This design comes from an exercise in tuning for small area on the open sky130 flow, not from production work. At most, simulation tests tie the RTL to the original design; equivalence was not proved. Function not checked in run 4: the RTL went through the layout flow alone. Power figures rest on the tool's default switching activity, not on a simulated workload.

## config.mk

```make
export PLATFORM = sky130hd
export DESIGN_NAME = frame_processor_top
export DESIGN_NICKNAME = frame_processor_top
export VERILOG_FILES = /design/flow/design.v
export SDC_FILE = /design/flow/constraint.sdc
export NUM_CORES = 4
export LEC_CHECK = 0
export CAP_MARGIN = 20
export CORE_MARGIN = 2
export CORE_UTILIZATION = 40
export SLEW_MARGIN = 20
```

## constraint.sdc

```tcl
create_clock -name core_clock -period 5.0 [get_ports {clk}]
set_input_delay 1.0000 -clock core_clock [delete_from_list [all_inputs] [get_ports {clk}]]
set_output_delay 1.0000 -clock core_clock [all_outputs]
set_load 0.01 [all_outputs]
```

## run.sh

```bash
#!/bin/bash
# synth_recipe.tcl (not shown) runs the flow's synth.tcl, then flattens the netlist and writes it again
# the make line also repeats each setting of config.mk as NAME=value (left out here)
make -C /OpenROAD-flow-scripts/flow DESIGN_CONFIG=/design/flow/config.mk WORK_HOME=/design/flow/orfs CLKGATE_MAP_FILE= SYNTH_SCRIPT=/design/flow/synth_recipe.tcl finish
```

## design.v

```verilog
`timescale 1ns/1ns
package frame_pkg;
    typedef logic [24-1:0]      psn_t;
    typedef logic [256-1:0]     fdata_t;
    typedef logic [4-1:0]          delay_t;
    typedef logic [2-1:0] lane_idx_t;
    typedef enum logic [1:0] {
        FT_HEAD = 2'd0,
        FT_BODY = 2'd1,
        FT_TAIL = 2'd2,
        FT_ERR  = 2'd3
    } frame_type_e;
    typedef struct packed {
        psn_t        psn;
        frame_type_e ftype;
    } frame_meta_t;
    typedef struct packed {
        frame_meta_t meta;
        fdata_t      data;
        logic        good;
    } frame_t;
    typedef enum logic [1:0] {LANE_IDLE, LANE_WAIT, LANE_DONE} lane_state_e;
    typedef enum logic [1:0] {RPT_IDLE, RPT_WAIT, RPT_OUTPUT} rpt_state_e;
endpackage
`timescale 1ns/1ns
`timescale 1ns/1ns
`timescale 1ns/1ns
`timescale 1ns/1ns
`timescale 1ns/1ns
module frame_processor_top (
    input  logic                    clk,
    input  logic                    rst_n,
    input  logic                    i_valid_1,
    output logic                    o_ready_1,
    input  logic [1:0]              i_frame_type,
    input  logic [24-1:0]  i_frame_psn,
    input  logic [256-1:0] i_frame_data,
    output logic                    o_valid_2,
    input  logic                    i_ready_2,
    output logic [24-1:0]  o_frame_psn_2,
    output logic [1:0]              o_frame_type_2,
    output logic [256-1:0] o_frame_data_2,
    output logic                    o_valid_3,
    input  logic                    i_ready_3,
    output logic [24-1:0]  o_frame_psn_3,
    output logic [1:0]              o_frame_type_3,
    output logic [256-1:0] o_frame_data_3,
    output logic                    o_valid_4,
    input  logic                    i_ready_4,
    output logic [24-1:0]  o_frame_psn_4,
    output logic [1:0]              o_frame_type_4
);
    localparam int PW = 24;
    localparam int DW = 256;
    localparam int NL = 4;
    logic [PW-1:0] exp_psn;
    logic          inside_frame;
    logic [1:0]    disp_ptr;
    logic          accept;
    logic          frame_good;
    logic [NL-1:0] lane_free;
    logic [NL-1:0] lane_done;
    logic [NL-1:0] lane_good;
    logic [NL-1:0] lane_load;
    logic [NL-1:0] lane_release;
    assign o_ready_1  = lane_free[disp_ptr];
    assign accept     = i_valid_1 && o_ready_1;
    assign frame_good = (i_frame_type != 2'd3) && (i_frame_psn == exp_psn)
                     && ((i_frame_type == 2'd0) || inside_frame);
    always_ff @(posedge clk or negedge rst_n) begin
        if (!rst_n) begin
            exp_psn      <= '0;
            inside_frame <= 1'b0;
            disp_ptr     <= '0;
        end else if (accept) begin
            if (frame_good) exp_psn <= exp_psn + 1'b1;
            if (i_frame_type == 2'd0)      inside_frame <= 1'b1;
            else if (i_frame_type == 2'd2) inside_frame <= 1'b0;
            disp_ptr <= disp_ptr + 1'b1;
        end
    end
    logic [DW-1:0] lane_din;
    assign lane_din = {i_frame_data[DW-1:PW], frame_good ? i_frame_data[PW-1:0] : i_frame_psn};
    logic [NL*DW-1:0] lane_data;
    logic [NL*2-1:0]  lane_type;
    for (genvar g = 0; g < NL; g++) begin : g_lane
        logic [3:0]    cnt;
        logic [DW-1:0] data;
        logic [1:0]    ftype;
        logic          good;
        assign lane_load[g] = accept && (disp_ptr == 2'(g));
        always_ff @(posedge clk or negedge rst_n) begin
            if (!rst_n) begin
                cnt <= '0;
            end else if (lane_load[g]) begin
                cnt <= {1'b0, i_frame_psn[2:0]} + 4'd3;
            end else if (cnt > 4'd1) begin
                cnt <= cnt - 4'd1;
            end else if (lane_release[g]) begin
                cnt <= '0;
            end
        end
        always_ff @(posedge clk) begin
            if (lane_load[g]) begin
                data  <= lane_din;
                ftype <= i_frame_type;
                good  <= frame_good;
            end
        end
        assign lane_free[g] = (cnt == 4'd0);
        assign lane_done[g] = (cnt == 4'd1);
        assign lane_good[g] = good;
        assign lane_data[g*DW +: DW] = data;
        assign lane_type[g*2 +: 2]   = ftype;
    end
    logic [NL-1:0] drain_oh;
    logic [DW-1:0] cur_data;
    logic [1:0]    cur_type;
    logic          cur_good;
    logic          cur_done;
    logic          present;
    logic          fire;
    logic          rpt_full;
    logic [2:0]    n_good;
    logic [PW-1:0] good_psn;
    always_comb begin
        cur_data = '0;
        cur_type = '0;
        cur_good = 1'b0;
        cur_done = 1'b0;
        n_good   = '0;
        for (int k = 0; k < NL; k++) begin
            cur_data = cur_data | (lane_data[k*DW +: DW] & {DW{drain_oh[k]}});
            cur_type = cur_type | (lane_type[k*2 +: 2] & {2{drain_oh[k]}});
            cur_good = cur_good | (lane_good[k] & drain_oh[k]);
            cur_done = cur_done | (lane_done[k] & drain_oh[k]);
            n_good   = n_good + 3'(lane_good[k] & !lane_free[k]);
        end
    end
    assign good_psn = exp_psn - PW'(n_good);
    assign present   = cur_done && !rpt_full;
    assign o_valid_2 = present && cur_good;
    assign o_valid_3 = present && !cur_good;
    assign fire      = (o_valid_2 && i_ready_2) || (o_valid_3 && i_ready_3);
    assign lane_release = fire ? drain_oh : '0;
    assign o_frame_psn_2  = good_psn;
    assign o_frame_type_2 = cur_type;
    assign o_frame_data_2 = cur_data;
    assign o_frame_psn_3  = cur_data[PW-1:0];
    assign o_frame_type_3 = cur_type;
    assign o_frame_data_3 = '0;
    always_ff @(posedge clk or negedge rst_n) begin
        if (!rst_n) begin
            drain_oh <= 4'b0001;
        end else if (fire) begin
            drain_oh <= {drain_oh[NL-2:0], drain_oh[NL-1]};
        end
    end
    logic [PW+1:0] rpt_in;
    logic [PW+1:0] q0, q1, q2, q3;
    logic [PW+1:0] head;
    logic [PW+1:0] rpt;
    logic [1:0]    wr_ptr;
    logic [1:0]    rd_ptr;
    logic [2:0]    count;
    logic [2:0]    rstate;    
    logic          do_pop;
    assign rpt_in   = {cur_good ? good_psn : cur_data[PW-1:0], cur_type};
    assign rpt_full = count[2];
    assign do_pop   = (rstate == 3'd0) && (count != 3'd0);
    always_comb begin
        case (rd_ptr)
            2'd0:    head = q0;
            2'd1:    head = q1;
            2'd2:    head = q2;
            default: head = q3;
        endcase
    end
    always_ff @(posedge clk) begin
        if (fire && wr_ptr == 2'd0) q0 <= rpt_in;
        if (fire && wr_ptr == 2'd1) q1 <= rpt_in;
        if (fire && wr_ptr == 2'd2) q2 <= rpt_in;
        if (fire && wr_ptr == 2'd3) q3 <= rpt_in;
        if (do_pop) rpt <= head;
    end
    always_ff @(posedge clk or negedge rst_n) begin
        if (!rst_n) begin
            wr_ptr <= '0;
            rd_ptr <= '0;
            count  <= '0;
            rstate <= '0;
        end else begin
            if (fire)   wr_ptr <= wr_ptr + 1'b1;
            if (do_pop) rd_ptr <= rd_ptr + 1'b1;
            case ({fire, do_pop})
                2'b10:   count <= count + 1'b1;
                2'b01:   count <= count - 1'b1;
                default: count <= count;
            endcase
            if (do_pop) begin
                rstate <= {1'b1, head[1:0]};
            end else if (rstate > 3'd1) begin
                rstate <= rstate - 3'd1;
            end else if (rstate == 3'd1 && i_ready_4) begin
                rstate <= '0;
            end
        end
    end
    assign o_valid_4      = (rstate == 3'd1);
    assign o_frame_psn_4  = rpt[PW+1:2];
    assign o_frame_type_4 = rpt[1:0];
endmodule
```

==> results of run 1 <==
[report_power, final]
part           switching (mW)  leakage (nW)  internal (mW)
clock                    3.92          1.98           5.30
combinational           0.666          7.90          0.454
sequential             0.0539          11.5           11.3
[worst paths after layout]
path	endpoint	slack (ns)	startpoint
setup reg to reg	q2[18]	0.30	g_lane[3].cnt[0]
setup / recovery	o_frame_psn_2[22]	-0.75	g_lane[3].cnt[0]
hold / removal	rstate[2]	0.14	rst_n
min in group core_clock	count[2]	0.53	count[2]
max in group asynchronous	drain_oh[3]	3.82	rst_n
hold reg to reg	count[2]	0.53	count[2]
[worst register-to-register path: cells and delay by family, from the launching register on]
| family | cells | cell delay (ns) |
|---|---|---|
| buffers and inverters | 7 | 0.84 |
| and+or+nand+nor | 5 | 0.39 |
| adders and majority gates | 6 | 2.39 |
| muxes | 1 | 0.34 |
| DFF | 1 | 0.34 |
| xor gates and xnor gates | 1 | 0.16 |
[cell type report]
| type | instances | area, sq um |
|---|---|---|
| Inverter | 67 | 267 |
| Tap cell | 1612 | 2020 |
| Antenna cell | 3 | 7.51 |
| Sequential cell | 1223 | 36500 |
| Fill cell | 9912 | 59000 |
| Clock buffer | 160 | 3410 |
| Clock inverter | 67 | 703 |
| Multi-Input combinational cell | 1477 | 9900 |
| Timing Repair Buffer | 767 | 7770 |
[logic make-up after synthesis]
kind of cell               share of synthesized area
DFF                                            0.760
AOI/OAI and AO/OA                             0.0946
buffers and inverters                         0.0636
and+or+nand+nor                               0.0390
muxes                                         0.0184
xor gates and xnor gates                      0.0146
adders and majority gates                     0.0103
other                                      0.0000782
[routing by layer]
metal | GRT usage | vias to the layer above | routed length, um
met4 | 0.0535 | 44 | 2530
met3 | 0.0734 | 182 | 12400
met5 | 0 | - | 305
met1 | 0.244 | 13900 | 48700
li1 | - | 12300 | -
met2 | 0.326 | 1049 | 61600
[registers in the layout, indices dropped and copies added (netlist names)]
signal,cells
q3,26
q2,26
disp_ptr,2
g_lane.good,4
q1,26
exp_psn,24
count,3
drain_oh,4
rd_ptr,2
wr_ptr,2
inside_frame,1
g_lane.ftype,8
rpt,26
g_lane.data,1024
rstate,3
g_lane.cnt,16
q0,26
[timing repair]
| item | in CTS | in global routing |
|---|---|---|
| pin swaps | 18 | 19 |
| buffers inserted | 18 | 13 |
| endpoints found under the setup margin | 23 | 28 |
| resized for setup | 141 | 39 |
| endpoints found under the hold margin | 0 | 0 |
[cells in the final DEF (no fill, tap or decap), types with 6 or more instances in the layout]
master,instances
edfxtp_1,1166
clkdlybuf4s50_1,600
a22oi_1,518
nand2_1,297
conb_1,256
clkbuf_16,132
buf_4,96
inv_1,60
dfrtp_1,53
mux2_2,49
buf_12,36
xnor2_1,34
mux2i_1,32
clkbuf_1,28
a222oi_1,26
xor2_1,25
clkinv_1,25
o21ai_0,24
nor2_1,18
ha_1,18
buf_6,18
nor3_1,17
clkinv_2,15
nand4_1,14
a21oi_1,13
buf_2,11
nand3_1,9
clkinvlp_4,9
ha_2,9
xnor2_2,8
a2bb2oi_1,8
bufinv_16,8
or3_1,7
xor2_2,6
[through the flow]
stage / instances / hold slack (ns) / setup slack (ns) / TNS [ns]
floorplan: 3211 / 0.469 / -0.823 / -755.67
global placement: 5120 / 0.492 / -0.662 / -8.18
detailed placement: 5120 / 0.526 / -0.719 / -9.70
CTS: 5365 / 0.0868 / -0.989 / -15.51
global route: 5373 / 0.112 / -0.967 / -16.95
finish: 5376 / 0.138 / -0.750 / -12.87
==> run notes, run 1 <==
post-route setup slack=-0.750 ns; Die Wd=between 300 and 400 um; CTS sink count=~1200; worst vdd ir=about 0.33 mV; largest net degree at the start of global routing=between 100 and 150; RSZ-0062 raised after global routing=yes; Clock H-tree levels=4; Levels on crit path=19; core area=119000 sq um; vias per cell=5.12; Post-DP Area=55800 sq um; Detailed Route Iter0 Violations=around 1900; required time worst endpoint=4.00 ns; Clock Tree Buf Depth=3; GPL Wtd Cong=0.812; I/O Pins=882; cell taking the most area after synthesis=edfxtp_1; post-route antenna net violation count=0; Max-Cap Viols=0; Util after Layout=0.507; fmax=roughly 170 MHz; DRT Pass-1 Iters=7; number of core rows=127; Skew-Pair Late Insertion Delay=0.74 ns; max-slew violations=0; routed vias=approximately 28000; CP bufs+invs=6; share of synthesized registers carrying an async set or reset=0.0466; status=complete, but fails checks; most common cell in the netlist=edfxtp_1; Hold Vio Cnt, Final=0; Worst setup EP type=primary output; Seq cells post-synth=between 1000 and 1500; Post-synth top cells=1166 x edfxtp_1, 518 x a22oi_1, 307 x nand2_1, 285 x buf_4, 128 x clkbuf_1; final cycle utilization of the critical path=1.15; drt drc=0; crit path cell chain=inv_1, ha_2, nand2_2, nand2_2, fa_1, inv_2, fa_1, fa_1, inv_2, ha_4, buf_6, nor2_4, fa_2, nand4_1, nor4_2, buf_4, nand2_4, xnor2_4, buf_6; vias in the first global route=26900; post-cts hold buffer count=0; Syn Inst Count=2956; design area=60500 sq um; die boundary height=between 300 and 400 um; fraction of layout cells with a size suffix above 1=0.126; final setup fails=23; first-pass GRT wire length=179000 um; crit path kind=register to primary output; Synth warnings=1; cell mode on critical path=fa_1; grt total ovfl=0; PD cells=about 360 nW/um^2; clock-pin transition on the worst setup and hold timing paths=~0.060 ns; type of the worst min-delay path=primary input to asynchronous set/reset pin; # nets final=about 4000; top_reg_cell synth=edfxtp_1; Distinct cells, synth=54; GRT Overall Usage=0.198; total detailed-routing wirelength=between 100000 and 150000 um; CP Launch Type=register; Worst path max stage delay=about 0.56 ns; top post-synthesis cells by area=edfxtp_1 73%, a22oi_1 8.1%, buf_4 4.5%, dfrtp_1 2.9%, nand2_1 2.4%; total CTS buffers=roughly 130; number of synthesized flops with an enable pin=around 1200; P&R area growth vs syn=26.2%; critical path's slowest cell=fa_1; total power=about 22 mW; worst relative slew slack=0.417; Pleak=approximately 21 nW; Layout Check Fails=setup timing; initial antenna violation count=24; CTS tree=yes; top cell type's share of synthesized area=0.730; WP data arrival=between 4 and 5 ns; HPWL after detailed placement=80100 um; Crit Path Max Fanout=3; kind of cell adding the most delay to the critical path=adder cells; IO Port Bufs=625; routed length per instance=23.4 um; reg2reg path depth=20; skew final=0.0428 ns; Tmin final=roughly 5.7 ns; Initial Util=0.402; Clock Tree Root=clkbuf_16; Worst Max-Slew Pin Slew=0.874 ns; Avg Inst Size Synth=16.2 sq um; Post-Syn Area=48000 sq um; total die area=123000 sq um; Seq/Total Area, Yosys=0.760
==> inputs of run 2 (changes only) <==
--- a/design.v
+++ b/design.v
@@ -55,4 +55,6 @@
     localparam int NL = 4;
     logic [PW-1:0] exp_psn;
+    logic [PW-1:0] out_psn;
+    logic [2:0]    n_good;
     logic          inside_frame;
     logic [1:0]    disp_ptr;
@@ -70,9 +72,7 @@
     always_ff @(posedge clk or negedge rst_n) begin
         if (!rst_n) begin
-            exp_psn      <= '0;
             inside_frame <= 1'b0;
             disp_ptr     <= '0;
         end else if (accept) begin
-            if (frame_good) exp_psn <= exp_psn + 1'b1;
             if (i_frame_type == 2'd0)      inside_frame <= 1'b1;
             else if (i_frame_type == 2'd2) inside_frame <= 1'b0;
@@ -80,4 +80,5 @@
         end
     end
+    assign exp_psn = out_psn + PW'(n_good);
     logic [DW-1:0] lane_din;
     assign lane_din = {i_frame_data[DW-1:PW], frame_good ? i_frame_data[PW-1:0] : i_frame_psn};
@@ -122,6 +123,4 @@
     logic          fire;
     logic          rpt_full;
-    logic [2:0]    n_good;
-    logic [PW-1:0] good_psn;
     always_comb begin
         cur_data = '0;
@@ -138,5 +137,4 @@
         end
     end
-    assign good_psn = exp_psn - PW'(n_good);
     assign present   = cur_done && !rpt_full;
     assign o_valid_2 = present && cur_good;
@@ -144,5 +142,5 @@
     assign fire      = (o_valid_2 && i_ready_2) || (o_valid_3 && i_ready_3);
     assign lane_release = fire ? drain_oh : '0;
-    assign o_frame_psn_2  = good_psn;
+    assign o_frame_psn_2  = out_psn;
     assign o_frame_type_2 = cur_type;
     assign o_frame_data_2 = cur_data;
@@ -153,6 +151,8 @@
         if (!rst_n) begin
             drain_oh <= 4'b0001;
+            out_psn  <= '0;
         end else if (fire) begin
             drain_oh <= {drain_oh[NL-2:0], drain_oh[NL-1]};
+            if (cur_good) out_psn <= out_psn + 1'b1;
         end
     end
@@ -166,5 +166,5 @@
     logic [2:0]    rstate;    
     logic          do_pop;
-    assign rpt_in   = {cur_good ? good_psn : cur_data[PW-1:0], cur_type};
+    assign rpt_in   = {cur_good ? out_psn : cur_data[PW-1:0], cur_type};
     assign rpt_full = count[2];
     assign do_pop   = (rstate == 3'd0) && (count != 3'd0);
==> flow/run.sh (new file) <==
#!/bin/bash
# Standard layout with two changes: the port buffers use the smallest buffer
# cell, and clock tree synthesis uses clkbuf_8 clusters without dummy loads.
set -euo pipefail
bash standard.sh finish \
  "BUFFER_PORTS_ARGS=-buffer_cell sky130_fd_sc_hd__buf_1" \
  "CTS_ARGS=-sink_clustering_enable -repair_clock_nets -buf_list sky130_fd_sc_hd__clkbuf_8 -sink_clustering_size 16 -sink_clustering_max_diameter 50 -dont_use_dummy_load" \
  > make_finish.log 2>&1
==> standard.sh (new file) <==
#!/bin/bash
# synth_recipe.tcl (not shown) runs the flow's synth.tcl, then flattens the netlist and writes it again
# the make line also repeats each setting of config.mk as NAME=value (left out here)
make -C /OpenROAD-flow-scripts/flow DESIGN_CONFIG=/design/flow/config.mk WORK_HOME=/design/flow/orfs CLKGATE_MAP_FILE= SYNTH_SCRIPT=/design/flow/synth_recipe.tcl "${@:-finish}"
--- a/config.mk
+++ b/config.mk
@@ -6,6 +6,6 @@
 export NUM_CORES = 4
 export LEC_CHECK = 0
-export CAP_MARGIN = 20
+export CAP_MARGIN = 5
 export CORE_MARGIN = 2
 export CORE_UTILIZATION = 40
-export SLEW_MARGIN = 20
+export SLEW_MARGIN = 5
removed: run.sh
==> run 2 against run 1 <==
Effect of this change: now clean on timing, DRC and antenna; highest routed layer unchanged; fmax rose by 22%; global-route usage fell by 0.99 points; critical path depth fell by 5; synthesized cell count rose by 0.37%.
==> run notes, run 2 <==
status=no timing/DRC/antenna violations; max-slew violations=0; most common cell after layout, fill and taps aside=edfxtp_1; Clock Tree Buf Depth=3; critical path's slowest cell=or4_4; # nets final=between 3000 and 4000; post-route antenna net violation count=0; reg2reg start=g_lane[0].cnt[0]; most frequent cells in the layout=1166 x edfxtp_1, 624 x buf_1, 518 x a22oi_1; crit path kind=register to register; final cycle utilization of the critical path=0.942; Crit Path Max Fanout=17; R2R Setup Slk=about 0.29 ns; worst flop-to-flop path endpoint=g_lane[3].data[10]; RSZ-0062 raised after global routing=no; type of the worst min-delay path=primary input to asynchronous set/reset pin; worst vdd ir=~0.24 mV; routed length per instance=between 20 and 25 um; total die area=122000 sq um; post-cts hold buffer count=0; kind of cell adding the most delay to the critical path=simple AND/OR/NAND/NOR gates; max reg flops=~1000; Post-Syn Area=47900 sq um; number of synthesized flops with an enable pin=~1200; core area=around 120000 sq um; most common cell in the netlist=edfxtp_1; Top reg by flops=g_lane.data; Worst path max stage delay=roughly 0.57 ns; Syn Inst Count=roughly 3000; Skew-Pair Late Insertion Delay=around 0.78 ns; IO Port Bufs=between 600 and 700; drt drc=0; first-pass GRT wire length=around 170000 um; Detailed Route Iter0 Violations=between 2000 and 2500; DRT Pass-1 Iters=6; crit path launch=g_lane[0].cnt[0]; P&R area growth vs syn=10.4%; Internal=between 10 and 15 mW; Seq cells post-synth=between 1000 and 1500; clock share of power=0.293; fmax=about 210 MHz; top_reg_cell synth=edfxtp_1; reg2reg path depth=14; largest net degree at the start of global routing=between 100 and 150; vias in the first global route=~26000; Tmin final=4.71 ns; Initial Util=0.404; total CTS buffers=around 120; GPL Wtd Cong=around 0.81; WP data arrival=between 5 and 6 ns; grt total ovfl=0; I/O Pins=roughly 880; total power=roughly 17 mW; fraction of layout cells with a size suffix above 1=0.0642; Avg Inst Size Synth=roughly 16 sq um; Distinct cells, synth=between 60 and 70; CTS tree=yes; die boundary height=approximately 350 um; skew final=around 0.11 ns; CTS sink count=1223; CP Launch Type=register; Die Wd=350 um; Comb power frac=0.053; Max-Cap Viols=0; share of synthesized registers carrying an async set or reset=0.0466; CP bufs+invs=2; worst relative slew slack=0.283; clock-pin transition on the worst setup and hold timing paths=about 0.090 ns; total detailed-routing wirelength=119000 um; Post-synth top cells=1166 x edfxtp_1, 518 x a22oi_1, 295 x nand2_1, 285 x buf_4, 131 x clkbuf_1; Worst Max-Slew Pin Slew=between 1 and 1.5 ns; sw frac=0.218; Clock H-tree levels=3; top cell type's share of synthesized area=0.731; Util after Layout=0.447; top post-synthesis cells by area=edfxtp_1 73%, a22oi_1 8.1%, buf_4 4.5%, dfrtp_1 2.9%, nand2_1 2.3%; PD cells=about 330 nW/um^2; final setup fails=0; cell taking the most area after synthesis=edfxtp_1; Synth warnings=1; crit path cell chain=inv_1, ha_2, a21boi_0, fa_1, fa_2, fa_2, nand2_2, or4_4, or3_1, o311a_1, or4_4, nor3_4, buf_12, mux2_1; sequential power share=0.654; GRT Overall Usage=0.188; Net Switching=3.81 mW; initial antenna violation count=32; HPWL after detailed placement=between 70000 and 80000 um; required time worst endpoint=approximately 5.4 ns; routed vias=approximately 27000; Worst setup EP type=register; crit path to=g_lane[3].data[10]; number of core rows=~130; Hold Vio Cnt, Final=0; Levels on crit path=14; Pleak=18.0 nW; Seq/Total Area, Yosys=0.761; Clock Tree Root=clkbuf_8; vias per cell=around 5.2
[run 2: cell types whose count changed after synthesis, moves of 12 or more]
cell / previous run / this run
mux2i_1: 32 / 53
a31oi_1: 5 / 23
nor2_1: 21 / 53
nand2_1: 307 / 295
a21oi_1: 13 / 26
mux2_2: 49 / 13
nor3_1: 22 / 8
[run 2: worst min path at each step]
stage | from | endpoint | slack [ns] | cells after the start
2_1_floorplan | count[0] | count[0] | 0.47 | 1
3_3_place_gp | count[0] | count[0] | 0.49 | 1
3_5_place_dp | count[0] | count[0] | 0.51 | 1
4_1_cts | i_frame_data[61] | g_lane[3].data[61] | 0.35 | 1
5_1_grt | i_frame_data[65] | g_lane[1].data[65] | 0.37 | 1
6_report | rst_n | rstate[1] | 0.38 | 2
[run 2: power by group through the flow]
stage	Clock [mW]	Sequential, mW	Combinational [mW]
3_3_place_gp	0	11.6	0.915
2_1_floorplan	0	11.6	0.619
3_5_place_dp	0	11.6	0.933
5_1_grt	5.64	11.4	1.02
6_report	5.11	11.4	0.932
4_1_cts	5.29	11.4	0.935
[run 2: cell type report]
class	count	area, sq um
diodes	10	25.0
inverters	58	233
flip-flops and latches	1223	36500
well taps	1600	2000
repair buffers	683	3040
clock buffers	117	1610
fillers	10500	65500
multi-input cells	1499	9510
[run 2: kinds of logic after synthesis]
family | count (synthesis) | synth area share
other | 1 | 0.0000783
adder cells (fa/ha/maj) | 31 | 0.00873
buffers and inverters | 500 | 0.0621
AND/OR/NAND/NOR | 433 | 0.0393
flip-flops | 1223 | 0.761
AO/OA/AOI/OAI | 634 | 0.0983
XOR/XNOR | 60 | 0.0110
multiplexers | 85 | 0.0193
[run 2: worst reg2reg max path, stage by stage (launching register included)]
cell and delay, ns:
dfrtp_1 0.42, inv_1 0.08, ha_2 0.22, a21boi_0 0.12
fa_1 0.51, fa_2 0.24, fa_2 0.27, nand2_2 0.10
or4_4 0.57, or3_1 0.36, o311a_1 0.11, or4_4 0.55
nor3_4 0.20, buf_12 0.21, mux2_1 0.40
[run 2: repair_timing]
action	CTS	global route
endpoints found under the setup margin	0	96
gates resized for setup	0	6
buffers inserted	0	0
[run 2: per-layer routing]
metal | routed length [um] | part of all wire | track usage | up-vias
met4 | 3860 | 0.032 | 0.0679 | 42
met2 | 57600 | 0.48 | 0.303 | 997
met3 | 10600 | 0.089 | 0.0621 | 249
li1 | - | - | - | 12100
met5 | 281 | 0.0024 | 0 | -
met1 | 46800 | 0.39 | 0.236 | 13400
[run 2: per-stage QoR]
| step | setup WS (ns) | hold WS, ns | TNS (ns) | cell area [sq um] | instances |
|---|---|---|---|---|---|
| 2_1_floorplan | -0.785 | 0.469 | -812.89 | 48900 | 3222 |
| 4_1_cts | 0.0355 | 0.346 | 0 | 52800 | 5180 |
| 3_5_place_dp | 0.102 | 0.507 | 0 | 51200 | 5063 |
| 5_1_grt | 0.0457 | 0.372 | 0 | 52900 | 5188 |
| 3_3_place_gp | 0.127 | 0.494 | 0 | 51200 | 5063 |
| 6_report | 0.290 | 0.380 | 0 | 52900 | 5190 |
==> inputs of run 3 (changes only) <==
--- a/config.mk
+++ b/config.mk
@@ -6,6 +6,6 @@
 export NUM_CORES = 4
 export LEC_CHECK = 0
-export CAP_MARGIN = 5
+export CAP_MARGIN = 20
 export CORE_MARGIN = 2
 export CORE_UTILIZATION = 40
-export SLEW_MARGIN = 5
+export SLEW_MARGIN = 20
==> run 3 against run 2 <==
Effect of this change: synthesized area is the same; total power stayed put; combinational power about the same; setup slack is the same; fmax unchanged; count of clock-buffer cells in the layout unchanged; first-iteration DRC count did not move; clock skew unchanged; clock power about the same; critical endpoint unchanged.
==> run notes, run 3 <==
dpl ws=about 0.10 ns; P&R area growth vs syn=10.4%; max-slew violations=0; Seq cells post-synth=~1200; total detailed-routing wirelength=approximately 120000 um; total die area=122000 sq um; skew final=~0.11 ns; RSZ-0062 raised after global routing=no; HPWL after detailed placement=about 76000 um; crit path kind=register to register; worst vdd ir=0.240 mV; Avg Inst Size Synth=16.1 sq um; Skew-Pair Late Insertion Delay=0.78 ns; kind of cell adding the most delay to the critical path=simple AND/OR/NAND/NOR gates; Hold Vio Cnt, Final=0; WP data arrival=approximately 5.1 ns; Tmin final=about 4.7 ns; Initial Util=0.404; vias in the first global route=26200; I/O Pins=just under 900; CTS tree=yes; drt drc=0; Top reg by flops=g_lane.data; fmax=roughly 210 MHz; share of synthesized registers carrying an async set or reset=0.0466; die boundary height=about 350 um; critical path's slowest cell=or4_4; most common cell in the netlist=edfxtp_1; GPL Wtd Cong=slightly above 0.8; Worst setup EP type=register; top_reg_cell synth=edfxtp_1; Worst Max-Slew Pin Slew=1.08 ns; Max-Cap Viols=0; Pleak=18.0 nW; Seq/Total Area, Yosys=0.761; Clock H-tree levels=3; CTS sink count=around 1200; Syn Inst Count=around 3000; Post-synth top cells=1166 x edfxtp_1, 518 x a22oi_1, 295 x nand2_1, 285 x buf_4, 131 x clkbuf_1; Worst path max stage delay=approximately 0.57 ns; worst hold slack=between 0.3 and 0.4 ns; CP Launch Type=register; clock-pin transition on the worst setup and hold timing paths=0.09 ns; # nets final=3901; post-CTS setup buffer count=0; design area=52900 sq um; first-pass GRT wire length=roughly 170000 um; initial antenna violation count=32; IO Port Bufs=approximately 630; Resize count post-CTS=0; Post-DP Area=around 50000 sq um; routed length per instance=23.0 um; crit path launch=g_lane[0].cnt[0]; Post-Syn Area=around 48000 sq um; vias per cell=around 5.2; Util after Layout=0.447; GRT Overall Usage=0.188; post-route setup slack=around 0.29 ns; worst relative slew slack=0.283; crit path cell chain=inv_1, ha_2, a21boi_0, fa_1, fa_2, fa_2, nand2_2, or4_4, or3_1, o311a_1, or4_4, nor3_4, buf_12, mux2_1; post-route antenna net violation count=0; type of the worst min-delay path=primary input to asynchronous set/reset pin; most common cell after layout, fill and taps aside=edfxtp_1; worst flop-to-flop path endpoint=g_lane[3].data[10]; CP bufs+invs=2; Detailed Route Iter0 Violations=approximately 2300; largest net degree at the start of global routing=~140; reg2reg path depth=14; most frequent cells in the layout=1166 x edfxtp_1, 624 x buf_1, 518 x a22oi_1; Distinct cells, synth=62; cell taking the most area after synthesis=edfxtp_1; number of core rows=between 100 and 150; Clock Tree Buf Depth=3; core area=118000 sq um; routed vias=around 27000; top post-synthesis cells by area=edfxtp_1 73%, a22oi_1 8.1%, buf_4 4.5%, dfrtp_1 2.9%, nand2_1 2.3%; Synth warnings=1; Clock Tree Root=clkbuf_8; grt total ovfl=0; PD cells=between 300 and 400 nW/um^2; post-cts hold buffer count=0; Die Wd=350 um; number of synthesized flops with an enable pin=approximately 1200; final cycle utilization of the critical path=0.942; final setup fails=0; required time worst endpoint=between 5 and 6 ns; status=no timing/DRC/antenna violations; Final TNS setup=0 ns; fraction of layout cells with a size suffix above 1=0.0642; top cell type's share of synthesized area=0.731; reg2reg start=g_lane[0].cnt[0]; Crit Path Max Fanout=17; max reg flops=about 1000; DRT Pass-1 Iters=6; total CTS buffers=117; R2R Setup Slk=~0.29 ns
## run 3: cell counts after synthesis
Identical to the previous run, type by type.
## run 3: worst max path at each step
stage	depth (start not counted)	end	slack (ns)
after floorplan	10	g_lane[0].data[0]	-0.78
after global placement	14	g_lane[1].data[5]	0.13
after detailed placement	14	g_lane[3].data[5]	0.10
after CTS	14	g_lane[0].data[1]	0.04
after global routing	14	g_lane[2].data[10]	0.05
final	14	g_lane[3].data[10]	0.29
## run 3: where the power goes
part | leakage (nW) | internal (mW) | total (mW) | switching (mW)
Sequential | 11.5 | 11.3 | 11.4 | 0.0889
Combinational | 5.71 | 0.255 | 0.932 | 0.677
Clock | 0.841 | 2.06 | 5.11 | 3.05
## run 3: worst register-to-register path, cell delays in order (launching register included)
cell	delay, ns
dfrtp_1	0.42
inv_1	0.08
ha_2	0.22
a21boi_0	0.12
fa_1	0.51
fa_2	0.24
fa_2	0.27
nand2_2	0.10
or4_4	0.57
or3_1	0.36
o311a_1	0.11
or4_4	0.55
nor3_4	0.20
buf_12	0.21
mux2_1	0.40
## run 3: metal layers
layer  track usage  up-vias  part of all wire
li1              -    12100                 -
met3        0.0621      249             0.089
met1         0.236    13400              0.39
met5             0        -            0.0024
met2         0.303      997              0.48
met4        0.0679       42             0.032
## run 3: layout make-up
| class | instances | area (sq um) |
|---|---|---|
| fill | 10500 | 65500 |
| sequential | 1223 | 36500 |
| multi-input combinational | 1499 | 9510 |
| timing repair buffer | 683 | 3040 |
| tap | 1600 | 2000 |
| clock buffer | 117 | 1610 |
| inverter | 58 | 233 |
| antenna | 10 | 25.0 |
## run 3: metrics by stage
stage               std cells  power [mW]
floorplan                3222        12.3
global placement         5063        12.6
detailed placement       5063        12.6
CTS                      5180        17.6
global route             5188        18.1
finish                   5190        17.5
## run 3: logic make-up (layout without fill, tap and decap cells)
family                     Yosys count  after routing  synth area share
AOI/OAI and AO/OA                  634            634            0.0983
xor gates and xnor gates            60             60            0.0110
adders and majority gates           31             31           0.00873
buffers and inverters              500            858            0.0621
DFF                               1223           1223             0.761
muxes                               85             85            0.0193
other                                1            266         0.0000783
and+or+nand+nor                    433            433            0.0393
==> inputs of run 4 (changes only) <==
--- a/design.v
+++ b/design.v
@@ -128,5 +128,4 @@
         cur_good = 1'b0;
         cur_done = 1'b0;
-        n_good   = '0;
         for (int k = 0; k < NL; k++) begin
             cur_data = cur_data | (lane_data[k*DW +: DW] & {DW{drain_oh[k]}});
@@ -134,5 +133,4 @@
             cur_good = cur_good | (lane_good[k] & drain_oh[k]);
             cur_done = cur_done | (lane_done[k] & drain_oh[k]);
-            n_good   = n_good + 3'(lane_good[k] & !lane_free[k]);
         end
     end
@@ -152,7 +150,15 @@
             drain_oh <= 4'b0001;
             out_psn  <= '0;
-        end else if (fire) begin
-            drain_oh <= {drain_oh[NL-2:0], drain_oh[NL-1]};
-            if (cur_good) out_psn <= out_psn + 1'b1;
+            n_good   <= '0;
+        end else begin
+            if (fire) begin
+                drain_oh <= {drain_oh[NL-2:0], drain_oh[NL-1]};
+                if (cur_good) out_psn <= out_psn + 1'b1;
+            end
+            case ({accept && frame_good, fire && cur_good})
+                2'b10:   n_good <= n_good + 1'b1;
+                2'b01:   n_good <= n_good - 1'b1;
+                default: n_good <= n_good;
+            endcase
         end
     end
==> run 4 against run 3 <==
Effect of this change: synthesized cell count is 0.67% lower; clock skew increased by 0.019 ns; sequential cell count rose by 3; highest routed layer unchanged; still clean on timing, DRC and antenna; global-route usage is 0.55 points lower; synthesized area up 0.42%.
==> run notes, run 4 <==
type of the worst min-delay path=primary input to asynchronous set/reset pin; total CTS buffers=between 100 and 150; Syn Inst Count=just under 3000; HPWL after detailed placement=roughly 74000 um; Tmin final=slightly above 4 ns; drt drc=0; Crit Path Max Fanout=52; I/O Pins=just under 900; Clock Tree Buf Depth=3; GRT Overall Usage=0.182; Non-Filler Instances=a little over 5000; CTS tree=yes; Avg Inst Size Synth=between 15 and 20 sq um; total detailed-routing wirelength=roughly 120000 um; top post-synthesis cells by area=edfxtp_1 73%, a22oi_1 8.1%, buf_4 4.5%, dfrtp_1 3.1%, nand2_1 2.3%; crit path kind=register to primary output; post-CTS setup buffer count=0; vias in the first global route=between 20000 and 30000; CP Launch Type=register; most common cell in the netlist=edfxtp_1; die boundary height=approximately 350 um; initial antenna violation count=27; clock-pin transition on the worst setup and hold timing paths=~0.10 ns; post-cts hold buffer count=0; Distinct cells, synth=a little over 70; PD cells=between 300 and 400 nW/um^2; RSZ-0062 raised after global routing=no; number of synthesized flops with an enable pin=1166; # nets final=3884; fraction of layout cells with a size suffix above 1=0.0723; cell taking the most area after synthesis=edfxtp_1; post-route antenna net violation count=0; first-pass GRT wire length=around 170000 um; Initial Util=0.402; Resize count post-CTS=0; grt total ovfl=0; Clock H-tree levels=3; fmax=between 200 and 250 MHz; WP data arrival=3.15 ns; final cycle utilization of the critical path=0.830; Post-Syn Area=around 48000 sq um; Skew-Pair Late Insertion Delay=about 0.80 ns; CTS sink count=between 1000 and 1500; Post-DP Area=51400 sq um; max reg flops=1024; routed length per instance=22.5 um; status=no timing/DRC/antenna violations; worst relative slew slack=0.250; number of core rows=about 130; worst vdd ir=0.246 mV; core area=~120000 sq um; top cell type's share of synthesized area=0.728; Pleak=approximately 18 nW; largest net degree at the start of global routing=roughly 160; register area=36500 sq um; Worst setup EP type=primary output; vias per cell=approximately 5.1; Synth warnings=1; Seq/Total Area, Yosys=0.760; Multi-input gate area=a little under 10000 sq um; most frequent cells in the layout=1166 x edfxtp_1, 624 x buf_1, 516 x a22oi_1; DRT Pass-1 Iters=5; Post-synth top cells=1166 x edfxtp_1, 516 x a22oi_1, 298 x nand2_1, 288 x buf_4, 111 x clkbuf_1; IO Port Bufs=625; Seq cells post-synth=1226; share of synthesized registers carrying an async set or reset=0.0489; most common cell after layout, fill and taps aside=edfxtp_1; Placed Cells=between 5000 and 6000; Max-Cap Viols=0; Worst Max-Slew Pin Slew=approximately 1.1 ns; Detailed Route Iter0 Violations=just over 2000; GPL Wtd Cong=just over 0.8; Die Wd=approximately 350 um; total die area=approximately 120000 sq um; Hold Vio Cnt, Final=0; design area=around 53000 sq um; top_reg_cell synth=edfxtp_1; max-slew violations=0; skew final=~0.13 ns; P&R area growth vs syn=10.3%; required time worst endpoint=around 4.0 ns; Clock Tree Root=clkbuf_8; Fill cells=roughly 11000; Top reg by flops=g_lane.data; routed vias=26700; final setup fails=0
run 4: cell types whose count changed after synthesis, moves of 10 or more:
cell / delta
buf_1: +11
mux2i_1: -20
nor2_1: -30
a31oi_1: -18
clkbuf_1: -20
mux2_2: +22
mux2_1: -10
run 4: final timing paths:
check / end / cells past startpoint / start / slack (ns)
setup / recovery: o_valid_2 / 4 / drain_oh[0] / 0.85
hold / removal: out_psn[14] / 1 / rst_n / 0.21
setup reg to reg: g_lane[3].data[2] / 11 / out_psn[0] / 1.05
hold reg to reg: n_good[2] / 1 / n_good[2] / 0.49
max in group asynchronous: drain_oh[1] / 2 / rst_n / 3.65
min in group core_clock: g_lane[1].data[104] / 1 / i_frame_data[104] / 0.47
run 4: through the flow:
| stage | setup slack (ns) | setup TNS, ns | utilization | power (mW) | hold WS (ns) |
|---|---|---|---|---|---|
| CTS | 0.657 | 0 | 0.443 | 17.5 | 0.137 |
| detailed placement | 1.01 | 0 | 0.430 | 12.5 | 0.475 |
| global route | 0.588 | 0 | 0.444 | 17.9 | 0.194 |
| floorplan | -0.748 | -777.64 | - | 12.3 | 0.446 |
| finish | 0.850 | 0 | 0.444 | 17.3 | 0.214 |
| global placement | 0.989 | 0 | 0.430 | 12.5 | 0.468 |
run 4: critical path, stage by stage (launching register included):
cell and delay, ns:
dfstp_4 1.10, a31oi_1 0.29, a21oi_1 0.61, nor2b_1 0.22, buf_1 0.16
run 4: layout make-up:
| cell class | instances | area share |
|---|---|---|
| flip-flops and latches | 1226 | 0.689 |
| repair buffers | 677 | 0.0564 |
| diodes | 12 | 0.000567 |
| clock buffers | 113 | 0.0293 |
| well taps | 1612 | 0.0381 |
| inverters | 61 | 0.00460 |
| multi-input cells | 1480 | 0.182 |
run 4: per-layer routing:
layer | track usage | vias to the layer above | wire length, um
met2 | 0.301 | 1011 | 58000
li1 | - | 12000 | -
met3 | 0.0543 | 216 | 9630
met5 | 0 | - | 203
met4 | 0.0744 | 30 | 4070
met1 | 0.223 | 13400 | 44700
run 4: where the power goes:
group / switching (mW) / internal (mW) / total (mW)
clock: 3.03 / 2.00 / 5.03
sequential: 0.0628 / 11.3 / 11.4
combinational: 0.613 / 0.247 / 0.860
total: 3.71 / 13.6 / 17.3
run 4: cell families after synthesis:
family	count (synthesis)	share of synthesized area
adder cells (fa/ha/maj)	37	0.0101
flip-flops	1226	0.760
XOR/XNOR	69	0.0126
other	1	0.0000780
AO/OA/AOI/OAI	616	0.0965
AND/OR/NAND/NOR	416	0.0387
multiplexers	86	0.0207
buffers and inverters	496	0.0617
==> inputs of run 5 (changes only) <==
--- a/design.v
+++ b/design.v
@@ -128,4 +128,5 @@
         cur_good = 1'b0;
         cur_done = 1'b0;
+        n_good   = '0;
         for (int k = 0; k < NL; k++) begin
             cur_data = cur_data | (lane_data[k*DW +: DW] & {DW{drain_oh[k]}});
@@ -133,4 +134,5 @@
             cur_good = cur_good | (lane_good[k] & drain_oh[k]);
             cur_done = cur_done | (lane_done[k] & drain_oh[k]);
+            n_good   = n_good + 3'(lane_good[k] & !lane_free[k]);
         end
     end
@@ -150,15 +152,7 @@
             drain_oh <= 4'b0001;
             out_psn  <= '0;
-            n_good   <= '0;
-        end else begin
-            if (fire) begin
-                drain_oh <= {drain_oh[NL-2:0], drain_oh[NL-1]};
-                if (cur_good) out_psn <= out_psn + 1'b1;
-            end
-            case ({accept && frame_good, fire && cur_good})
-                2'b10:   n_good <= n_good + 1'b1;
-                2'b01:   n_good <= n_good - 1'b1;
-                default: n_good <= n_good;
-            endcase
+        end else if (fire) begin
+            drain_oh <= {drain_oh[NL-2:0], drain_oh[NL-1]};
+            if (cur_good) out_psn <= out_psn + 1'b1;
         end
     end
==> flow/run.sh (replaced) <==
#!/bin/bash
# Standard layout with three changes: the port buffers use the smallest
# buffer cell; clock tree synthesis uses clkbuf_4 clusters without dummy
# loads; and the constant-0 output ports share a few tie cells (flow/ties.tcl,
# run at the end of floorplan) instead of one tie cell per port.
set -euo pipefail
here=$(pwd)
bash standard.sh finish \
  "BUFFER_PORTS_ARGS=-buffer_cell sky130_fd_sc_hd__buf_1" \
  "CTS_ARGS=-sink_clustering_enable -repair_clock_nets -buf_list sky130_fd_sc_hd__clkbuf_4 -sink_clustering_size 10 -sink_clustering_max_diameter 40 -dont_use_dummy_load" \
  "SKIP_REPAIR_TIE_FANOUT=1" \
  "POST_FLOORPLAN_TCL=$here/flow/ties.tcl" \
  > make_finish.log 2>&1
==> flow/ties.tcl (new file) <==
# Drive the design's constant-0 output ports from a few shared tie cells
# (GROUP ports each) instead of one tie cell per port.
set tie_group 16
set block [ord::get_db_block]
set tie_master [[ord::get_db] findMaster sky130_fd_sc_hd__conb_1]

proc tie_is_buf {inst} {
  set m [[$inst getMaster] getName]
  return [expr {[string match "sky130_fd_sc_hd__buf_*" $m] || [string match "sky130_fd_sc_hd__clkbuf_*" $m]}]
}

# Output ports reached from a tie cell's LO pin directly or through buffers
set const_ports {}
set dead_bufs {}
foreach inst [$block getInsts] {
  if {[$inst getMaster] ne $tie_master} { continue }
  set lo [$inst findITerm LO]
  set net [$lo getNet]
  if {$net eq "NULL"} { continue }
  set todo [list $net]
  while {[llength $todo]} {
    set n [lindex $todo 0]
    set todo [lrange $todo 1 end]
    foreach bt [$n getBTerms] {
      if {[$bt getIoType] eq "OUTPUT"} { lappend const_ports $bt }
    }
    foreach it [$n getITerms] {
      if {[$it isOutputSignal]} { continue }
      set li [$it getInst]
      if {[tie_is_buf $li]} {
        set on [[$li findITerm X] getNet]
        if {$on ne "NULL" && [llength [$on getITerms]] == 1} {
          lappend dead_bufs $li
          lappend todo $on
        }
      }
    }
  }
}
puts "tie grouping: [llength $const_ports] constant-0 output ports, [llength $dead_bufs] buffers between"

set named {}
foreach bt $const_ports { lappend named [list [$bt getName] $bt] }
set const_ports {}
foreach e [lsort -dictionary -index 0 $named] { lappend const_ports [lindex $e 1] }
set k 0
set grp 0
set gnet "NULL"
foreach bt $const_ports {
  if {$k % $tie_group == 0} {
    set ginst [odb::dbInst_create $block $tie_master "tie_grp_$grp"]
    set gnet [odb::dbNet_create $block "tie_grp_net_$grp"]
    $gnet setSigType SIGNAL
    [$ginst findITerm LO] connect $gnet
    incr grp
  }
  $bt disconnect
  $bt connect $gnet
  incr k
}
foreach b $dead_bufs {
  set on [[$b findITerm X] getNet]
  odb::dbInst_destroy $b
  if {$on ne "NULL" && [llength [$on getITerms]] == 0 && [llength [$on getBTerms]] == 0} { odb::dbNet_destroy $on }
}
# Tie cells left without loads
foreach inst [$block getInsts] {
  if {[$inst getMaster] ne $tie_master} { continue }
  set lo [$inst findITerm LO]
  set n [$lo getNet]
  if {$n eq "NULL" || [llength [$n getITerms]] + [llength [$n getBTerms]] <= 1} {
    set hi [[$inst findITerm HI] getNet]
    if {$hi ne "NULL" && [llength [$hi getITerms]] + [llength [$hi getBTerms]] > 1} { continue }
    odb::dbInst_destroy $inst
    if {$n ne "NULL" && [llength [$n getITerms]] == 0 && [llength [$n getBTerms]] == 0} { odb::dbNet_destroy $n }
  }
}
puts "tie grouping: $grp tie cells now drive them"
==> run 5 against run 4 <==
Effect of this change: non-clock buffer count increased by 18; combinational power up 7.4%; critical path type is now register to register; still clean on timing, DRC and antenna; via count down 0.41%; setup slack worse by 0.66 ns; clock power down 9.9%; synthesized area is 0.42% lower; core utilization down 0.71 points; final cell count fell by 3.3%.
==> run notes, run 5 <==
status=no timing/DRC/antenna violations; total die area=122000 sq um; Placed Cells=about 4800; # nets final=3719; Net Switching=3.76 mW; top post-synthesis cells by area=edfxtp_1 73%, a22oi_1 8.1%, buf_4 4.5%, dfrtp_1 2.9%, nand2_1 2.3%; Initial Util=0.404; Final TNS setup=0 ns; worst relative slew slack=0.130; total detailed-routing wirelength=around 120000 um; grt total ovfl=0; CP Launch Type=register; vias in the first global route=around 27000; routed length per instance=23.9 um; Synth warnings=1; drt drc=0; Worst Max-Slew Pin Slew=about 1.3 ns; post-CTS setup buffer count=0; cell mode on critical path=fa_1; number of core rows=between 100 and 150; Worst path max stage delay=approximately 0.55 ns; Avg Inst Size Synth=approximately 16 sq um; fraction of layout cells with a size suffix above 1=0.0812; Die Wd=~350 um; skew final=approximately 0.15 ns; P&R area growth vs syn=7.95%; most frequent cells in the layout=1166 x edfxtp_1, 624 x buf_1, 518 x a22oi_1; most common cell in the netlist=edfxtp_1; clock-pin transition on the worst setup and hold timing paths=0.09 ns; most common cell after layout, fill and taps aside=edfxtp_1; Seq/Total Area, Yosys=0.761; met1 Use GR=0.236; Clock Tree Root=clkbuf_4; Seq cells post-synth=roughly 1200; max reg flops=between 1000 and 1500; CP bufs+invs=2; design area=~52000 sq um; worst vdd ir=roughly 0.26 mV; CTS sink count=roughly 1200; sequential power share=0.676; post-route setup slack=between 0.15 and 0.2 ns; GRT met3 Usage=0.0700; RSZ-0062 raised after global routing=no; Hold Vio Cnt, Final=0; fmax=208 MHz; worst hold slack=roughly 0.17 ns; CTS tree=yes; Skew-Pair Late Insertion Delay=1.09 ns; post-route antenna net violation count=0; I/O Pins=882; die boundary height=around 350 um; type of the worst min-delay path=primary input to register; GPL Wtd Cong=roughly 0.8; met2 GRT Util=0.311; crit path cell chain=inv_1, ha_2, or3b_2, and2_1, fa_1, fa_1, nand2_2, nor4_2, mux2i_1, o311a_1, or4_4, nor3_4, buf_12, mux2_1; final cycle utilization of the critical path=0.961; Pleak=17.2 nW; max-slew violations=0; Internal=13.1 mW; cell taking the most area after synthesis=edfxtp_1; HPWL after detailed placement=roughly 77000 um; final setup fails=0; Top reg by flops=g_lane.data; core area=between 100000 and 150000 sq um; kind of cell adding the most delay to the critical path=simple AND/OR/NAND/NOR gates; top_reg_cell synth=edfxtp_1; critical path's slowest cell=or4_4; total CTS buffers=163; clock share of power=0.269; GR peak layer=met2; Detailed Route Iter0 Violations=a little over 2000; sw frac=0.223; IO Port Bufs=roughly 630; crit path kind=register to register; Clock Tree Buf Depth=3; Distinct cells, synth=between 60 and 70; DRT Pass-1 Iters=10; initial antenna violation count=25; top cell type's share of synthesized area=0.731; PD cells=between 300 and 400 nW/um^2; dpl ws=approximately 0.13 ns; Post-DP Area=50300 sq um; Comb power frac=0.055; vias per cell=between 5 and 6; required time worst endpoint=5.69 ns; share of synthesized registers carrying an async set or reset=0.0466; number of synthesized flops with an enable pin=between 1000 and 1500; Clock H-tree levels=4; routed vias=~27000; Non-Filler Instances=approximately 5000; WP data arrival=around 5.5 ns; Worst setup EP type=register; Tmin final=~4.8 ns; Crit Path Max Fanout=14; largest net degree at the start of global routing=between 150 and 200; Syn Inst Count=around 3000; Post-Syn Area=about 48000 sq um; Max-Cap Viols=0; first-pass GRT wire length=between 150000 and 200000 um; Post-synth top cells=1166 x edfxtp_1, 518 x a22oi_1, 295 x nand2_1, 285 x buf_4, 131 x clkbuf_1; GRT Overall Usage=0.190
## run 5: repair_timing
action,CTS,global route
hold buffers,9,0
endpoints found under the hold margin,47,0
endpoints found under the setup margin,0,23
gates resized for setup,0,3
## run 5: metal layers
layer	vias to the layer above	wire (um)	share of wire
li1	12000	-	-
met1	13300	46700	0.39
met2	970	58800	0.49
met3	211	11200	0.094
met4	30	2720	0.023
met5	-	201	0.0017
## run 5: final cells by class
type,instances,area (sq um)
well taps,1600,2000
fillers,10600,66700
diodes,13,32.5
flip-flops and latches,1223,36500
repair buffers,695,3130
clock buffers,163,1220
multi-input cells,1259,8600
inverters,58,233
## run 5: path summary, 6_finish.rpt
check	startpoint	endpoint	slack, ns	cells past startpoint
hold reg to reg	count[0]	count[0]	0.52	1
hold / removal	i_frame_data[114]	g_lane[1].data[114]	0.17	1
min in group asynchronous	rst_n	g_lane[3].cnt[0]	0.60	2
setup / recovery	g_lane[1].cnt[1]	g_lane[0].data[9]	0.19	14
setup reg to reg	g_lane[1].cnt[1]	g_lane[0].data[9]	0.19	14
max in group asynchronous	rst_n	drain_oh[0]	3.47	3
## run 5: cells by family (layout without fill, tap and decap cells)
| logic type | after synthesis | in the layout | share of synthesized area |
|---|---|---|---|
| XOR/XNOR | 60 | 60 | 0.0110 |
| AND/OR/NAND/NOR | 433 | 433 | 0.0393 |
| adder cells (fa/ha/maj) | 31 | 31 | 0.00873 |
| multiplexers | 85 | 85 | 0.0193 |
| AO/OA/AOI/OAI | 634 | 634 | 0.0983 |
| other | 1 | 29 | 0.0000783 |
| flip-flops | 1223 | 1223 | 0.761 |
| buffers and inverters | 500 | 916 | 0.0621 |
## run 5: per-stage QoR
step	util	total power, mW
after floorplan	-	12.3
after global placement	0.425	12.5
after detailed placement	0.425	12.5
after CTS	0.436	17.0
after global routing	0.436	17.5
final	0.436	16.8
## run 5: power by group through the flow
stage	Clock, mW	Sequential, mW	Combinational, mW
final	4.53	11.4	0.924
after global routing	5.09	11.4	1.03
after CTS	4.73	11.4	0.931
after detailed placement	0	11.6	0.921
after global placement	0	11.6	0.902
after floorplan	0	11.6	0.619
## run 5: worst register-to-register path, delay by kind of cell (launching register included)
family | cells | cell delay (ns)
flops | 1 | 0.40
mux | 2 | 0.52
simple gates | 6 | 1.76
compound gates | 1 | 0.38
fa+ha+maj | 3 | 1.18
buf+inv | 2 | 0.31
==> inputs of run 6 (changes only) <==
==> flow/run.sh (replaced) <==
#!/bin/bash
# Standard layout with three changes: the port buffers use the smallest
# buffer cell; clock tree synthesis uses clkbuf_8 clusters without dummy
# loads; and the constant-0 output ports share a few tie cells (flow/ties.tcl,
# run at the end of floorplan) instead of one tie cell per port.
set -euo pipefail
here=$(pwd)
bash standard.sh finish \
  "BUFFER_PORTS_ARGS=-buffer_cell sky130_fd_sc_hd__buf_1" \
  "CTS_ARGS=-sink_clustering_enable -repair_clock_nets -buf_list sky130_fd_sc_hd__clkbuf_8 -sink_clustering_size 16 -sink_clustering_max_diameter 50 -dont_use_dummy_load" \
  "SKIP_REPAIR_TIE_FANOUT=1" \
  "POST_FLOORPLAN_TCL=$here/flow/ties.tcl" \
  > make_finish.log 2>&1
==> run 6 against run 5 <==
Effect of this change: still clean on timing, DRC and antenna; synthesized cell count did not move; critical path depth unchanged; setup slack worse by 0.010 ns; combinational power decreased by 0.4%; via count decreased by 1.2%; sequential share of layout area shrank 0.37 points; wire length shrank 0.46%; global-route usage down 0.19 points; synthesized area unchanged; critical path type unchanged; largest power group unchanged; highest routed layer unchanged.
==> run notes, run 6 <==
Seq/Total Area, Yosys=0.761; required time worst endpoint=5.44 ns; total detailed-routing wirelength=between 100000 and 150000 um; Max-Cap Viols=0; crit path kind=register to register; # nets final=~3700; Skew-Pair Late Insertion Delay=approximately 0.84 ns; worst relative slew slack=0.141; share of synthesized registers carrying an async set or reset=0.0466; Post-Syn Area=47900 sq um; CP Launch Type=register; Hold Vio Cnt, Final=0; most frequent cells in the layout=1166 x edfxtp_1, 624 x buf_1, 518 x a22oi_1; final cycle utilization of the critical path=0.963; cell taking the most area after synthesis=edfxtp_1; fraction of layout cells with a size suffix above 1=0.0682; Comb power frac=0.053; HPWL after detailed placement=76900 um; Clock Tree Root=clkbuf_8; clock share of power=0.292; number of core rows=around 130; number of synthesized flops with an enable pin=between 1000 and 1500; Top reg by flops=g_lane.data; Final TNS setup=0 ns; most common cell in the netlist=edfxtp_1; Internal=13.6 mW; drt drc=0; type of the worst min-delay path=primary input to asynchronous set/reset pin; routed length per instance=around 24 um; CTS sink count=approximately 1200; cell mode on critical path=fa_1; IO Port Bufs=around 630; initial antenna violation count=30; post-route antenna net violation count=0; Net Switching=about 3.8 mW; vias in the first global route=between 20000 and 30000; Worst Max-Slew Pin Slew=1.29 ns; Clock Tree Buf Depth=3; Post-DP Area=50300 sq um; CTS tree=yes; Seq cells post-synth=around 1200; Die Wd=350 um; design area=between 50000 and 60000 sq um; I/O Pins=about 880; GRT Overall Usage=0.188; sequential power share=0.655; WP data arrival=~5.3 ns; clock-pin transition on the worst setup and hold timing paths=~0.08 ns; most common cell after layout, fill and taps aside=edfxtp_1; first-pass GRT wire length=about 170000 um; Fill cells=roughly 11000; vias per cell=roughly 5.3; max reg flops=around 1000; Pleak=between 15 and 20 nW; sw frac=0.216; top_reg_cell synth=edfxtp_1; Syn Inst Count=roughly 3000; grt total ovfl=0; routed vias=26200; largest net degree at the start of global routing=167; DRT Pass-1 Iters=8; Detailed Route Iter0 Violations=2148; Worst path max stage delay=between 0.5 and 0.6 ns; dpl ws=between 0.1 and 0.15 ns; Initial Util=0.404; Tmin final=a little under 5 ns; Post-synth top cells=1166 x edfxtp_1, 518 x a22oi_1, 295 x nand2_1, 285 x buf_4, 131 x clkbuf_1; Avg Inst Size Synth=~16 sq um; status=no timing/DRC/antenna violations; GPL Wtd Cong=a little under 0.8; worst vdd ir=a little under 0.3 mV; Distinct cells, synth=between 60 and 70; fmax=208 MHz; final setup fails=0; total CTS buffers=around 120; total power=~17 mW; crit path cell chain=inv_1, ha_1, a21boi_0, fa_1, fa_1, fa_1, nand2_2, nor4_2, mux2i_1, o311a_1, or4_4, nor3_4, buf_12, mux2_1; Clock H-tree levels=3; top post-synthesis cells by area=edfxtp_1 73%, a22oi_1 8.1%, buf_4 4.5%, dfrtp_1 2.9%, nand2_1 2.3%; reg2reg path depth=14; post-route setup slack=approximately 0.18 ns; die boundary height=about 350 um; Synth warnings=1; post-CTS setup buffer count=0; Crit Path Max Fanout=14; Worst setup EP type=register; critical path's slowest cell=or4_4; worst hold slack=0.332 ns; P&R area growth vs syn=8.51%; PD cells=~330 nW/um^2; RSZ-0062 raised after global routing=no; skew final=approximately 0.11 ns; core area=between 100000 and 150000 sq um; total die area=~120000 sq um; max-slew violations=0; top cell type's share of synthesized area=0.731
## run 6: cell counts after synthesis
Identical to the previous run, type by type.
## run 6: cell families (layout without fill, tap and decap cells)
| kind of cell | after synthesis | after routing | share of synthesized area |
|---|---|---|---|
| and+or+nand+nor | 433 | 433 | 0.0393 |
| AOI/OAI and AO/OA | 634 | 634 | 0.0983 |
| DFF | 1223 | 1223 | 0.761 |
| buffers and inverters | 500 | 859 | 0.0621 |
| xor gates and xnor gates | 60 | 60 | 0.0110 |
| other | 1 | 29 | 0.0000783 |
| adders and majority gates | 31 | 31 | 0.00873 |
| muxes | 85 | 85 | 0.0193 |
## run 6: final cells by class
| class | count | area, sq um | area share |
|---|---|---|---|
| Tap cell | 1600 | 2000 | 0.0385 |
| Clock buffer | 115 | 1580 | 0.0305 |
| Sequential cell | 1223 | 36500 | 0.702 |
| Antenna cell | 13 | 32.5 | 0.000626 |
| Timing Repair Buffer | 686 | 3040 | 0.0584 |
| Inverter | 58 | 233 | 0.00448 |
| Multi-Input combinational cell | 1259 | 8600 | 0.166 |
## run 6: power groups by stage
stage	Clock (mW)	Sequential (mW)	Combinational [mW]
final	5.07	11.4	0.920
after global routing	5.57	11.4	1.02
after CTS	5.23	11.4	0.925
after detailed placement	0	11.6	0.921
after global placement	0	11.6	0.902
after floorplan	0	11.6	0.619
## run 6: worst paths after layout
| kind | startpoint | to | slack, ns |
|---|---|---|---|
| max in group asynchronous | rst_n | drain_oh[0] | 3.82 |
| min in group core_clock | i_frame_data[159] | g_lane[2].data[159] | 0.41 |
| min | rst_n | rd_ptr[1] | 0.33 |
| max reg2reg | g_lane[2].cnt[1] | g_lane[1].data[12] | 0.18 |
| min reg2reg | count[0] | count[0] | 0.52 |
| max | g_lane[2].cnt[1] | g_lane[1].data[12] | 0.18 |
## run 6: worst max-delay path, delay by kind of cell, from the launching register on
| family | cells | cell delay (ns) |
|---|---|---|
| simple gates | 4 | 1.02 |
| fa+ha+maj | 4 | 1.61 |
| buf+inv | 2 | 0.29 |
| compound gates | 2 | 0.65 |
| mux | 2 | 0.51 |
| flops | 1 | 0.38 |
## run 6: timing repair
item,in CTS,in global routing
hold buffers,0,0
endpoints found under the setup margin,0,44
gates resized for setup,0,2
## run 6: per-stage QoR
step,utilization,std cells
2_1_floorplan,-,2967
3_3_place_gp,0.425,4825
3_5_place_dp,0.425,4825
4_1_cts,0.438,4940
5_1_grt,0.439,4949
6_report,0.439,4954
## run 6: layer usage
metal / vias to the layer above / wire (um) / global-route usage
met5: - / 220 / 0
met4: 32 / 2930 / 0.0589
met3: 186 / 11400 / 0.0678
met2: 939 / 58000 / 0.307
met1: 13200 / 46600 / 0.234
li1: 11800 / - / -

[afterwards: timing with drivers on the ports]
In the flow no input, the clock included, has a driving cell. The finished layouts below were timed again as built, in two steps. Step 1 (the two cells are an assumption about what drives the block):
set clk [get_ports {clk}]
set_driving_cell -lib_cell sky130_fd_sc_hd__clkbuf_16 $clk
set_driving_cell -lib_cell sky130_fd_sc_hd__buf_2 [delete_from_list [all_inputs] $clk]
Step 2 adds t to the input delays and takes it off the output delays; t is the mean of the earliest and latest rising clock arrival at the registers after step 1. Input paths then give back, and output paths get back, about the clock's delay inside the block. Slacks: ideal / step 1 / step 2; pairs: ideal / step 1.
| run | t, ns | setup slack, ns | worst hold slack (ns) | worst slew at a driven data input, ns | cell pins on the clock port's net |
|---|---|---|---|---|---|
| run 1 | 0.782 | -0.750 / -0.814 / -0.032 | 0.138 / 0.101 / 0.531 | 0.19 | 1 |
| run 2 | 0.792 | 0.290 / 0.290 / 0.290 | 0.380 / 0.345 / 0.512 | 0.16 | 1 |
| run 3 | 0.792 | 0.290 / 0.290 / 0.290 | 0.380 / 0.345 / 0.512 | 0.16 | 1 |
| run 4 | 0.801 | 0.850 / 0.782 / 0.982 | 0.214 / 0.168 / 0.488 | 0.19 | 1 |
| run 5 | 1.068 | 0.193 / 0.193 / 0.193 | 0.170 / 0.140 / 0.518 | 0.14 | 1 |
| run 6 | 0.825 | 0.183 / 0.183 / 0.183 | 0.332 / 0.293 / 0.524 | 0.15 | 1 |
